Context: an optimization exercise on an open-source flow, tuned for a short achievable clock period and few clock cycles per item. The choices shown serve that exercise and are no tape-out recipe.
Function was checked by simulation only, so behaviour that the tests miss may differ from the original.
No driver is modelled on the clock port, so clocking that relies on it looks cheaper here than on a real chip.
No activity file was given, so power comes from the tool's default toggle rates.

==> 06-05: inputs <==
// rtype_exec_unit
module rtype_exec_unit (
    input  logic        clk,
    input  logic        rst,
    input  logic        instr_valid,
    output logic        instr_ready,
    input  logic [31:0] instruction,
    input  logic        cfg_we,
    input  logic [4:0]  cfg_addr,
    input  logic [31:0] cfg_wdata,
    output logic [31:0] dbg_rdata,
    output logic        wb_valid,
    input  logic        wb_ready,
    output logic [4:0]  wb_rd,
    output logic [31:0] wb_data,
    output logic        illegal,
    output logic [15:0] retired
);
clock: 8.0 ns
lec_check: 0
abc_area: 1
cap_margin: 20
core_margin: 2
core_utilization: 35
place_density: 0.5
setup_slack_margin: 5
slew_margin: 20
standard.sh (not shown) runs the stock make flow with config.mk's settings and CLKGATE_MAP_FILE= SYNTH_SCRIPT=/design/flow/synth_recipe.tcl, a recipe that flattens the netlist after the stock synthesis.
==> flow/flow/run.sh <==
#!/bin/bash
# Own layout flow: the standard ORFS flow (standard.sh, unchanged synthesis) with
#  - plain sky130_fd_sc_hd__buf_4 port buffers instead of buffer_ports' default delay cells,
#  - extra setup-repair passes after CTS (post_cts.tcl),
#  - antenna repair with a ratio margin after global routing (post_grt.tcl),
#  - a last antenna check-and-repair loop after detailed routing (post_drt.tcl).
# make's output goes to run_make.log; each ORFS step keeps its own log under orfs/logs/.
set -euo pipefail
W=$(pwd)
F="$W/flow"
bash "$W/standard.sh" \
  "BUFFER_PORTS_ARGS=-buffer_cell sky130_fd_sc_hd__buf_4" \
  "POST_CTS_TCL=$F/post_cts.tcl" \
  "POST_GLOBAL_ROUTE_TCL=$F/post_grt.tcl" \
  "POST_DETAIL_ROUTE_TCL=$F/post_drt.tcl" \
  finish > "$W/run_make.log" 2>&1
==> flow/flow/post_cts.tcl <==
# After CTS: further setup repair at rising margins (the period stays the design's), then
# legalise the placement again.
estimate_parasitics -placement
foreach m {4.0 4.5 5.0 5.5} {
  puts "post_cts: repair_timing -setup -setup_margin $m"
  repair_timing -setup -setup_margin $m -repair_tns 100
  estimate_parasitics -placement
  report_worst_slack -max
}
detailed_placement
check_placement -verbose
estimate_parasitics -placement
report_worst_slack -max
report_worst_slack -min
==> flow/flow/post_drt.tcl <==
# After detailed routing and ORFS's own antenna loop: while antenna violations remain, repair
# them with a ratio margin and route again.
set post_drt_iter 0
while { [check_antennas] > 0 && $post_drt_iter < 6 } {
  incr post_drt_iter
  puts "post_drt: antenna repair round $post_drt_iter"
  repair_antennas -ratio_margin [expr {10 * $post_drt_iter}]
  detailed_route {*}$::all_args
}
puts "post_drt: antenna violations left [check_antennas]"
==> flow/flow/post_grt.tcl <==
# After global routing: antenna repair again, aiming 20% below the rule ratios, so that few
# violations are left for the repair after detailed routing.
puts "post_grt: repair_antennas -ratio_margin 20"
repair_antennas -iterations 5 -ratio_margin 20
check_placement -verbose
estimate_parasitics -global_routing
==> 11-09 (differences from 06-05) <==
--- a/flow/design.v
+++ b/flow/design.v
@@ -107,61 +107,64 @@
     output logic [XLEN-1:0] wb_data,
     output logic            illegal,
     output logic [15:0]     retired
 );
     logic            s_v, d_v, e_v;
     logic [31:0]     s_ins, d_ins;
-    logic [31:0]     d_oh1, d_oh2;   
     logic [XLEN-1:0] e_a, e_b;
     logic [3:0]      e_sl, e_sm;     
     logic            e_wr;
     logic [4:0]      e_rd;
     logic [10:0]     e_ctl;
     logic            w_pend;
     logic [4:0]      w_rd;
     logic [XLEN-1:0] w_data;
-    logic acc, in_legal, rdy_w, rdy_e, rdy_d, stall_w, hold_d, done_e;
+    logic acc, in_legal, rdy_w, rdy_e, rdy_d;
     assign acc      = instr_valid && instr_ready;
     assign in_legal = rtype_pkg::rtype_legal(instruction);
     assign rdy_w    = !wb_valid || wb_ready;
     assign rdy_e    = !e_v || rdy_w;
     assign rdy_d    = !d_v || rdy_e;
-    assign stall_w  = wb_valid && !wb_ready;          
-    assign hold_d   = d_v && e_v && stall_w;          
-    assign done_e   = e_v && rdy_w;                   
     logic [4:0]      d_rs1, d_rs2, d_rd;
-    logic [31:0]     n_ins, n_oh1, n_oh2;
-    logic [XLEN-1:0] rf_a, rf_b, rf_d, d_a, d_b;
+    logic [31:0]     d_oh1, d_oh2, n_oh1, n_oh2;
+    logic [31:0]     n_ins;
+    logic [XLEN-1:0] rf_a, rf_b, dbg_d, d_a, d_b;
     logic            d_fa, d_fb;
     logic [10:0]     d_ctl;
+    logic            rf_we;
+    logic [4:0]      rf_wa;
+    logic [XLEN-1:0] rf_wd;
     assign d_rs1 = d_ins[19:15];
     assign d_rs2 = d_ins[24:20];
     assign d_rd  = d_ins[11:7];
     assign n_ins = s_v ? s_ins : instruction;
     assign n_oh1 = 32'd1 << n_ins[19:15];
     assign n_oh2 = 32'd1 << n_ins[24:20];
+    assign rf_we = w_pend || cfg_we;
+    assign rf_wa = w_pend ? w_rd : cfg_addr;
+    assign rf_wd = w_pend ? w_data : cfg_wdata;
     rtype_regfile #(.XLEN(XLEN)) u_rf (
         .clk    (clk),
         .rst    (rst),
         .a_sel  (d_oh1),
         .a_data (rf_a),
         .b_sel  (d_oh2),
         .b_data (rf_b),
         .d_addr (cfg_addr),
-        .d_data (rf_d),
-        .we     (w_pend),
-        .waddr  (w_rd),
-        .wdata  (w_data)
+        .d_data (dbg_d),
+        .we     (rf_we),
+        .waddr  (rf_wa),
+        .wdata  (rf_wd)
     );
     assign d_a  = (w_pend && w_rd == d_rs1) ? w_data : rf_a;
     assign d_b  = (w_pend && w_rd == d_rs2) ? w_data : rf_b;
     assign d_fa = e_v && e_wr && e_rd == d_rs1;
     assign d_fb = e_v && e_wr && e_rd == d_rs2;
     assign d_ctl = rtype_pkg::rtype_ctl(d_ins[14:12], d_ins[30]);
     logic            hold_e, fa_n, fa_r, fa_i, fb;
-    logic [XLEN-1:0] d_ac, e_a_nx, e_b_nx;
+    logic [XLEN-1:0] d_ac, e_a_nx, e_b_nx, wb_data_nx;
     logic [3:0]      e_sl_nx, e_sm_nx;
     assign hold_e = !rdy_e;
     assign fa_n   = rdy_e && d_fa && !d_ctl[C_SLL] && !d_ctl[C_INV];
     assign fa_r   = rdy_e && d_fa && d_ctl[C_SLL];
     assign fa_i   = rdy_e && d_fa && !d_ctl[C_SLL] && d_ctl[C_INV];
     assign fb     = rdy_e && d_fb;
@@ -177,15 +180,17 @@
     assign e_sl_nx = ({4{hold_e}} & e_sl)
                    | ({4{fb}} & (4'd1 << alu_y[1:0]))
                    | ({4{rdy_e && !d_fb}} & (4'd1 << d_b[1:0]));
     assign e_sm_nx = ({4{hold_e}} & e_sm)
                    | ({4{fb}} & (4'd1 << alu_y[3:2]))
                    | ({4{rdy_e && !d_fb}} & (4'd1 << d_b[3:2]));
-    assign alu_ctl    = e_ctl;
-    assign alu_a      = e_a;
-    assign alu_b      = e_b;
+    assign wb_data_nx = ({XLEN{!(rdy_w && e_v)}} & wb_data)
+                      | ({XLEN{rdy_w && e_v}} & alu_y);
+    assign alu_ctl = e_ctl;
+    assign alu_a   = e_a;
+    assign alu_b   = e_b;
     assign alu_sh_lo  = e_sl;
     assign alu_sh_mid = e_sm;
     always_ff @(posedge clk or posedge rst) begin
         if (rst) begin
             instr_ready <= 1'b0;
             s_v         <= 1'b0;
@@ -211,31 +216,37 @@
             if (rdy_e) begin
                 e_v   <= d_v;
                 e_wr  <= d_rd != 5'd0;
                 e_rd  <= d_rd;
                 e_ctl <= d_ctl;
             end
-            if (rdy_w) wb_valid <= e_v;
-            wb_rd <= ({5{done_e}} & e_rd) | ({5{stall_w}} & wb_rd);
-            if (done_e) retired <= retired + 16'd1;
-            w_pend <= (cfg_we && cfg_addr != 5'd0) || (done_e && e_wr);
+            w_pend <= rdy_w && e_v && e_wr;
+            if (rdy_w) begin
+                wb_valid <= e_v;
+                if (e_v) begin
+                    wb_rd   <= e_rd;
+                    retired <= retired + 16'd1;
+                end
+            end
         end
     end
     always_ff @(posedge clk) begin
-        dbg_rdata <= (w_pend && w_rd == cfg_addr) ? w_data : rf_d;
+        dbg_rdata <= dbg_d;
         if (!s_v) s_ins <= instruction;
-        d_ins   <= ({32{rdy_d}} & n_ins) | ({32{hold_d}} & d_ins);
-        d_oh1   <= ({32{rdy_d}} & n_oh1) | ({32{hold_d}} & d_oh1);
-        d_oh2   <= ({32{rdy_d}} & n_oh2) | ({32{hold_d}} & d_oh2);
+        if (rdy_d) begin
+            d_ins <= n_ins;
+            d_oh1 <= n_oh1;
+            d_oh2 <= n_oh2;
+        end
         e_a     <= e_a_nx;
         e_b     <= e_b_nx;
         e_sl    <= e_sl_nx;
         e_sm    <= e_sm_nx;
-        wb_data <= ({XLEN{done_e}} & alu_y) | ({XLEN{stall_w}} & wb_data);
-        w_data  <= cfg_we ? cfg_wdata : alu_y;
-        w_rd    <= cfg_we ? cfg_addr : e_rd;
+        wb_data <= wb_data_nx;
+        w_data  <= alu_y;
+        w_rd   <= e_rd;
     end
 endmodule
 import rtype_pkg::*;
 module rtype_alu
 #(
     parameter int XLEN = 32
==> flow/run.sh (new file) <==
#!/bin/bash
# synth_recipe.tcl (not shown) runs the flow's synth.tcl, then flattens the netlist and writes it again
# the make line also repeats each setting of config.mk as NAME=value (left out here)
make -C /OpenROAD-flow-scripts/flow DESIGN_CONFIG=/design/flow/config.mk WORK_HOME=/design/flow/orfs CLKGATE_MAP_FILE= SYNTH_SCRIPT=/design/flow/synth_recipe.tcl finish
Settings changed: CORE_UTILIZATION 35 to 25, PLACE_DENSITY 0.5 to 0.35.
removed: flow/flow/run.sh
removed: flow/flow/post_cts.tcl
removed: flow/flow/post_drt.tcl
removed: flow/flow/post_grt.tcl
removed: flow/standard.sh
==> 08-08 (differences from 06-05) <==
--- a/flow/design.v
+++ b/flow/design.v
@@ -51,14 +51,16 @@
 module rtype_regfile #(
     parameter int XLEN = 32
 ) (
     input  logic            clk,
     input  logic            rst,
     input  logic [31:0]     a_sel,
+    input  logic [31:0]     a_sel_hi,
     output logic [XLEN-1:0] a_data,
     input  logic [31:0]     b_sel,
+    input  logic [31:0]     b_sel_hi,
     output logic [XLEN-1:0] b_data,
     input  logic [4:0]      d_addr,
     output logic [XLEN-1:0] d_data,
     input  logic            we,
     input  logic [4:0]      waddr,
     input  logic [XLEN-1:0] wdata
@@ -72,14 +74,14 @@
         end
     end
     always_comb begin
         a_data = '0;
         b_data = '0;
         for (int i = 1; i < 32; i++) begin
-            a_data = a_data | ({XLEN{a_sel[i]}} & rf[i]);
-            b_data = b_data | ({XLEN{b_sel[i]}} & rf[i]);
+            a_data = a_data | ({{(XLEN-XLEN/2){a_sel_hi[i]}}, {(XLEN/2){a_sel[i]}}} & rf[i]);
+            b_data = b_data | ({{(XLEN-XLEN/2){b_sel_hi[i]}}, {(XLEN/2){b_sel[i]}}} & rf[i]);
         end
     end
     assign d_data = d_addr == '0 ? '0 : rf[d_addr];
 endmodule
 import rtype_pkg::*;
 module rtype_seq_ctrl
@@ -108,12 +110,13 @@
     output logic            illegal,
     output logic [15:0]     retired
 );
     logic            s_v, d_v, e_v;
     logic [31:0]     s_ins, d_ins;
     logic [31:0]     d_oh1, d_oh2;   
+    logic [31:0]     d_oh1h, d_oh2h;  
     logic [XLEN-1:0] e_a, e_b;
     logic [3:0]      e_sl, e_sm;     
     logic            e_wr;
     logic [4:0]      e_rd;
     logic [10:0]     e_ctl;
     logic            w_pend;
@@ -126,28 +129,36 @@
     assign rdy_e    = !e_v || rdy_w;
     assign rdy_d    = !d_v || rdy_e;
     assign stall_w  = wb_valid && !wb_ready;          
     assign hold_d   = d_v && e_v && stall_w;          
     assign done_e   = e_v && rdy_w;                   
     logic [4:0]      d_rs1, d_rs2, d_rd;
-    logic [31:0]     n_ins, n_oh1, n_oh2;
+    logic [31:0]     n_ins, n_oh1, n_oh2, n_oh1h, n_oh2h;
     logic [XLEN-1:0] rf_a, rf_b, rf_d, d_a, d_b;
     logic            d_fa, d_fb;
     logic [10:0]     d_ctl;
     assign d_rs1 = d_ins[19:15];
     assign d_rs2 = d_ins[24:20];
     assign d_rd  = d_ins[11:7];
     assign n_ins = s_v ? s_ins : instruction;
     assign n_oh1 = 32'd1 << n_ins[19:15];
     assign n_oh2 = 32'd1 << n_ins[24:20];
+    always_comb begin
+        for (int k = 0; k < 32; k++) begin
+            n_oh1h[k] = n_ins[19:15] == 5'(k);
+            n_oh2h[k] = n_ins[24:20] == 5'(k);
+        end
+    end
     rtype_regfile #(.XLEN(XLEN)) u_rf (
         .clk    (clk),
         .rst    (rst),
         .a_sel  (d_oh1),
+        .a_sel_hi (d_oh1h),
         .a_data (rf_a),
         .b_sel  (d_oh2),
+        .b_sel_hi (d_oh2h),
         .b_data (rf_b),
         .d_addr (cfg_addr),
         .d_data (rf_d),
         .we     (w_pend),
         .waddr  (w_rd),
         .wdata  (w_data)
@@ -223,12 +234,14 @@
     always_ff @(posedge clk) begin
         dbg_rdata <= (w_pend && w_rd == cfg_addr) ? w_data : rf_d;
         if (!s_v) s_ins <= instruction;
         d_ins   <= ({32{rdy_d}} & n_ins) | ({32{hold_d}} & d_ins);
         d_oh1   <= ({32{rdy_d}} & n_oh1) | ({32{hold_d}} & d_oh1);
         d_oh2   <= ({32{rdy_d}} & n_oh2) | ({32{hold_d}} & d_oh2);
+        d_oh1h  <= ({32{rdy_d}} & n_oh1h) | ({32{hold_d}} & d_oh1h);
+        d_oh2h  <= ({32{rdy_d}} & n_oh2h) | ({32{hold_d}} & d_oh2h);
         e_a     <= e_a_nx;
         e_b     <= e_b_nx;
         e_sl    <= e_sl_nx;
         e_sm    <= e_sm_nx;
         wb_data <= ({XLEN{done_e}} & alu_y) | ({XLEN{stall_w}} & wb_data);
         w_data  <= cfg_we ? cfg_wdata : alu_y;
==> flow/flow/run.sh (replaced) <==
#!/bin/bash
# Own layout flow: the standard ORFS flow (standard.sh, unchanged synthesis) with
#  - plain sky130_fd_sc_hd__buf_4 port buffers instead of buffer_ports' default delay cells,
#  - plain inverters for ABC's low-power clock inverters and extra setup-repair passes
#    after CTS (post_cts.tcl),
#  - antenna repair with a ratio margin after global routing (post_grt.tcl),
#  - more rounds of ORFS's antenna repair-and-route loop after detailed routing (post_drt.tcl).
# make's output goes to run_make.log; each ORFS step keeps its own log under orfs/logs/.
set -euo pipefail
W=$(pwd)
F="$W/flow"
bash "$W/standard.sh" \
  "BUFFER_PORTS_ARGS=-buffer_cell sky130_fd_sc_hd__buf_4" \
  "POST_CTS_TCL=$F/post_cts.tcl" \
  "POST_GLOBAL_ROUTE_TCL=$F/post_grt.tcl" \
  "POST_DETAIL_ROUTE_TCL=$F/post_drt.tcl" \
  finish > "$W/run_make.log" 2>&1
==> flow/flow/post_cts.tcl (replaced) <==
# After CTS: logic inverters mapped to low-power clock inverters become plain inverters, then
# further setup repair at rising margins (the period stays the design's), then legalise the
# placement again.
foreach inst [get_cells *] {
  if {[string match "sky130_fd_sc_hd__clkinvlp_*" [get_property $inst ref_name]] &&
      [string match "_*" [get_full_name $inst]]} {
    replace_cell $inst sky130_fd_sc_hd__inv_4
  }
}
estimate_parasitics -placement
foreach m {4.0 4.5 5.0 5.5} {
  puts "post_cts: repair_timing -setup -setup_margin $m"
  repair_timing -setup -setup_margin $m -repair_tns 100
  estimate_parasitics -placement
  report_worst_slack -max
}
detailed_placement
check_placement -verbose
estimate_parasitics -placement
report_worst_slack -max
report_worst_slack -min
==> flow/flow/post_drt.tcl (replaced) <==
# After detailed routing and ORFS's own antenna loop: while antenna violations remain, repair
# them again (as ORFS's loop does, without a ratio margin) and route again.
set post_drt_iter 0
while { [check_antennas] > 0 && $post_drt_iter < 6 } {
  incr post_drt_iter
  puts "post_drt: antenna repair round $post_drt_iter"
  repair_antennas
  detailed_route {*}$::all_args
}
puts "post_drt: antenna violations left [check_antennas]"
Settings changed: CORE_UTILIZATION 35 to 30, PLACE_DENSITY 0.5 to 0.45.
==> 09-28 (differences from 06-05) <==
--- a/flow/design.v
+++ b/flow/design.v
@@ -51,14 +51,16 @@
 module rtype_regfile #(
     parameter int XLEN = 32
 ) (
     input  logic            clk,
     input  logic            rst,
     input  logic [31:0]     a_sel,
+    input  logic [31:0]     a_sel_hi,
     output logic [XLEN-1:0] a_data,
     input  logic [31:0]     b_sel,
+    input  logic [31:0]     b_sel_hi,
     output logic [XLEN-1:0] b_data,
     input  logic [4:0]      d_addr,
     output logic [XLEN-1:0] d_data,
     input  logic            we,
     input  logic [4:0]      waddr,
     input  logic [XLEN-1:0] wdata
@@ -72,14 +74,14 @@
         end
     end
     always_comb begin
         a_data = '0;
         b_data = '0;
         for (int i = 1; i < 32; i++) begin
-            a_data = a_data | ({XLEN{a_sel[i]}} & rf[i]);
-            b_data = b_data | ({XLEN{b_sel[i]}} & rf[i]);
+            a_data = a_data | ({{(XLEN-XLEN/2){a_sel_hi[i]}}, {(XLEN/2){a_sel[i]}}} & rf[i]);
+            b_data = b_data | ({{(XLEN-XLEN/2){b_sel_hi[i]}}, {(XLEN/2){b_sel[i]}}} & rf[i]);
         end
     end
     assign d_data = d_addr == '0 ? '0 : rf[d_addr];
 endmodule
 import rtype_pkg::*;
 module rtype_seq_ctrl
@@ -108,12 +110,13 @@
     output logic            illegal,
     output logic [15:0]     retired
 );
     logic            s_v, d_v, e_v;
     logic [31:0]     s_ins, d_ins;
     logic [31:0]     d_oh1, d_oh2;   
+    logic [31:0]     d_oh1h, d_oh2h;  
     logic [XLEN-1:0] e_a, e_b;
     logic [3:0]      e_sl, e_sm;     
     logic            e_wr;
     logic [4:0]      e_rd;
     logic [10:0]     e_ctl;
     logic            w_pend;
@@ -126,28 +129,36 @@
     assign rdy_e    = !e_v || rdy_w;
     assign rdy_d    = !d_v || rdy_e;
     assign stall_w  = wb_valid && !wb_ready;          
     assign hold_d   = d_v && e_v && stall_w;          
     assign done_e   = e_v && rdy_w;                   
     logic [4:0]      d_rs1, d_rs2, d_rd;
-    logic [31:0]     n_ins, n_oh1, n_oh2;
+    logic [31:0]     n_ins, n_oh1, n_oh2, n_oh1h, n_oh2h;
     logic [XLEN-1:0] rf_a, rf_b, rf_d, d_a, d_b;
     logic            d_fa, d_fb;
     logic [10:0]     d_ctl;
     assign d_rs1 = d_ins[19:15];
     assign d_rs2 = d_ins[24:20];
     assign d_rd  = d_ins[11:7];
     assign n_ins = s_v ? s_ins : instruction;
     assign n_oh1 = 32'd1 << n_ins[19:15];
     assign n_oh2 = 32'd1 << n_ins[24:20];
+    always_comb begin
+        for (int k = 0; k < 32; k++) begin
+            n_oh1h[k] = n_ins[19:15] == 5'(k);
+            n_oh2h[k] = n_ins[24:20] == 5'(k);
+        end
+    end
     rtype_regfile #(.XLEN(XLEN)) u_rf (
         .clk    (clk),
         .rst    (rst),
         .a_sel  (d_oh1),
+        .a_sel_hi (d_oh1h),
         .a_data (rf_a),
         .b_sel  (d_oh2),
+        .b_sel_hi (d_oh2h),
         .b_data (rf_b),
         .d_addr (cfg_addr),
         .d_data (rf_d),
         .we     (w_pend),
         .waddr  (w_rd),
         .wdata  (w_data)
@@ -223,12 +234,14 @@
     always_ff @(posedge clk) begin
         dbg_rdata <= (w_pend && w_rd == cfg_addr) ? w_data : rf_d;
         if (!s_v) s_ins <= instruction;
         d_ins   <= ({32{rdy_d}} & n_ins) | ({32{hold_d}} & d_ins);
         d_oh1   <= ({32{rdy_d}} & n_oh1) | ({32{hold_d}} & d_oh1);
         d_oh2   <= ({32{rdy_d}} & n_oh2) | ({32{hold_d}} & d_oh2);
+        d_oh1h  <= ({32{rdy_d}} & n_oh1h) | ({32{hold_d}} & d_oh1h);
+        d_oh2h  <= ({32{rdy_d}} & n_oh2h) | ({32{hold_d}} & d_oh2h);
         e_a     <= e_a_nx;
         e_b     <= e_b_nx;
         e_sl    <= e_sl_nx;
         e_sm    <= e_sm_nx;
         wb_data <= ({XLEN{done_e}} & alu_y) | ({XLEN{stall_w}} & wb_data);
         w_data  <= cfg_we ? cfg_wdata : alu_y;
==> flow/flow/run.sh (replaced) <==
#!/bin/bash
# Own layout flow: the standard ORFS flow (standard.sh, unchanged synthesis) with
#  - plain sky130_fd_sc_hd__buf_4 port buffers instead of buffer_ports' default delay cells,
#  - plain inverters for ABC's low-power clock inverters and extra setup-repair passes
#    after CTS (post_cts.tcl),
#  - antenna repair with a ratio margin after global routing (post_grt.tcl),
#  - more rounds of ORFS's antenna repair-and-route loop after detailed routing (post_drt.tcl).
# make's output goes to run_make.log; each ORFS step keeps its own log under orfs/logs/.
set -euo pipefail
W=$(pwd)
F="$W/flow"
bash "$W/standard.sh" \
  "BUFFER_PORTS_ARGS=-buffer_cell sky130_fd_sc_hd__buf_4" \
  "POST_CTS_TCL=$F/post_cts.tcl" \
  "POST_GLOBAL_ROUTE_TCL=$F/post_grt.tcl" \
  "POST_DETAIL_ROUTE_TCL=$F/post_drt.tcl" \
  finish > "$W/run_make.log" 2>&1
==> flow/flow/post_cts.tcl (replaced) <==
# After CTS: logic inverters mapped to low-power clock inverters become plain inverters, then
# further setup repair at rising margins (the period stays the design's), then legalise the
# placement again.
foreach inst [get_cells *] {
  if {[string match "sky130_fd_sc_hd__clkinvlp_*" [get_property $inst ref_name]] &&
      [string match "_*" [get_full_name $inst]]} {
    replace_cell $inst sky130_fd_sc_hd__inv_4
  }
}
estimate_parasitics -placement
foreach m {4.0 4.5 5.0 5.5} {
  puts "post_cts: repair_timing -setup -setup_margin $m"
  repair_timing -setup -setup_margin $m -repair_tns 100
  estimate_parasitics -placement
  report_worst_slack -max
}
detailed_placement
check_placement -verbose
estimate_parasitics -placement
report_worst_slack -max
report_worst_slack -min
==> flow/flow/post_drt.tcl (replaced) <==
# After detailed routing and ORFS's own antenna loop: while antenna violations remain, repair
# them again (as ORFS's loop does, without a ratio margin) and route again.
set post_drt_iter 0
while { [check_antennas] > 0 && $post_drt_iter < 6 } {
  incr post_drt_iter
  puts "post_drt: antenna repair round $post_drt_iter"
  repair_antennas
  detailed_route {*}$::all_args
}
puts "post_drt: antenna violations left [check_antennas]"
==> summary of the runs <==
11-09 completed, yet does not pass: antenna rules. 09-28 completed with no timing, DRC or antenna violations. 06-05 finished with timing, DRC and antenna clean. 08-08 completed with no timing, DRC or antenna violations. Against 06-05, the critical path depth of 09-28 is higher by 7. Clock skew, highest first: 11-09, 09-28, 06-05, 08-08. Sequential share of layout area: 11-09 > 09-28 > 08-08 > 06-05. Register-to-register slack: 09-28 is worse than 08-08 (0.29 ns). In 06-05 the flip-flop and latch count is lower than in 08-08, by 62. Between 11-09 and 06-05, the lower global-route usage is in 11-09 (gap 14 points).
==> figures <==
Outcome: 09-28 timing/DRC/antenna clean; 06-05 timing/DRC/antenna clean; 11-09 complete, but fails checks; 08-08 timing/DRC/antenna clean
Violated checks: 09-28 -; 06-05 -; 11-09 antenna rules; 08-08 -
Power in combinational cells: 09-28 6.64 mW; 06-05 7.02 mW; 11-09 4.94 mW; 08-08 6.95 mW
Final clock skew: 09-28 0.0524 ns; 06-05 0.0448 ns; 11-09 0.0612 ns; 08-08 0.0387 ns
Post-Synth XOR/XNOR Area: 09-28 0.528%; 06-05 0.550%; 11-09 0.530%; 08-08 0.528%
Transition time of the tightest slew-check pin: 09-28 1.29 ns; 06-05 1.14 ns; 11-09 1.17 ns; 08-08 1.27 ns
Min cycle time layout: 09-28 3.29 ns; 06-05 3.03 ns; 11-09 3.25 ns; 08-08 3.06 ns
Total routed wirelength: 09-28 582000 um; 06-05 599000 um; 11-09 618000 um; 08-08 625000 um
Grt met3 use: 09-28 26.5%; 06-05 25.6%; 11-09 14.2%; 08-08 20.9%
Synthesized area per cell: 09-28 6.65 um2; 06-05 6.65 um2; 11-09 6.79 um2; 08-08 6.65 um2
Critical Path Stages: 09-28 8; 06-05 1; 11-09 10; 08-08 1
Number of ordinary inverters in the final layout: 09-28 809; 06-05 784; 11-09 742; 08-08 811
Sequential Power Share: 09-28 43.2%; 06-05 42.4%; 11-09 41.9%; 08-08 42.2%
Relative contribution of the clock network to total power: 09-28 31.0%; 06-05 30.3%; 11-09 36.8%; 08-08 31.6%
Testbench counts of 06-05, summed over its fixed seeds: cycles 3,224, items 3,200.
Testbench counts of 11-09, summed over its fixed seeds: cycles 3,224, items 3,200.
Testbench counts of 08-08, summed over its fixed seeds: cycles 3,224, items 3,200.
Testbench counts of 09-28, summed over its fixed seeds: cycles 3,224, items 3,200.

[what the ideal ports hide]
The results above use ideal ports. As a check the final layouts listed here were re-extracted and re-timed, cells and wires unchanged.
Step 1 sets driving cells, clkbuf_16 on the clock port and buf_2 on the other inputs (assumed; they add their load-dependent delay and slew).
Step 2 adds t to the input delays and takes it off the output delays; t is the mean of the earliest and latest rising clock arrival at the registers after step 1. Input paths then give back, and output paths get back, about the clock's delay inside the block.
Three values: ideal, step 1, step 2; two values: the first two.
| run | t (ns) | slack for setup (ns) | worst hold slack (ns) | worst register clock-pin slew, ns |
|---|---|---|---|---|
| 06-05 | 0.971 | 4.966 / 4.859 / 4.160 | 0.451 / 0.451 / 0.451 | 0.07 / 0.07 |
| 11-09 | 0.995 | 4.752 / 4.752 / 3.863 | 0.415 / 0.415 / 0.415 | 0.07 / 0.07 |
| 08-08 | 0.959 | 4.941 / 4.840 / 4.218 | 0.456 / 0.456 / 0.456 | 0.07 / 0.07 |
| 09-28 | 0.958 | 4.710 / 4.710 / 4.072 | 0.446 / 0.446 / 0.446 | 0.07 / 0.07 |
For 11-09, which loses most, drivers alone change the setup slack by 0.000 ns; drivers and shift together by -0.889 ns.
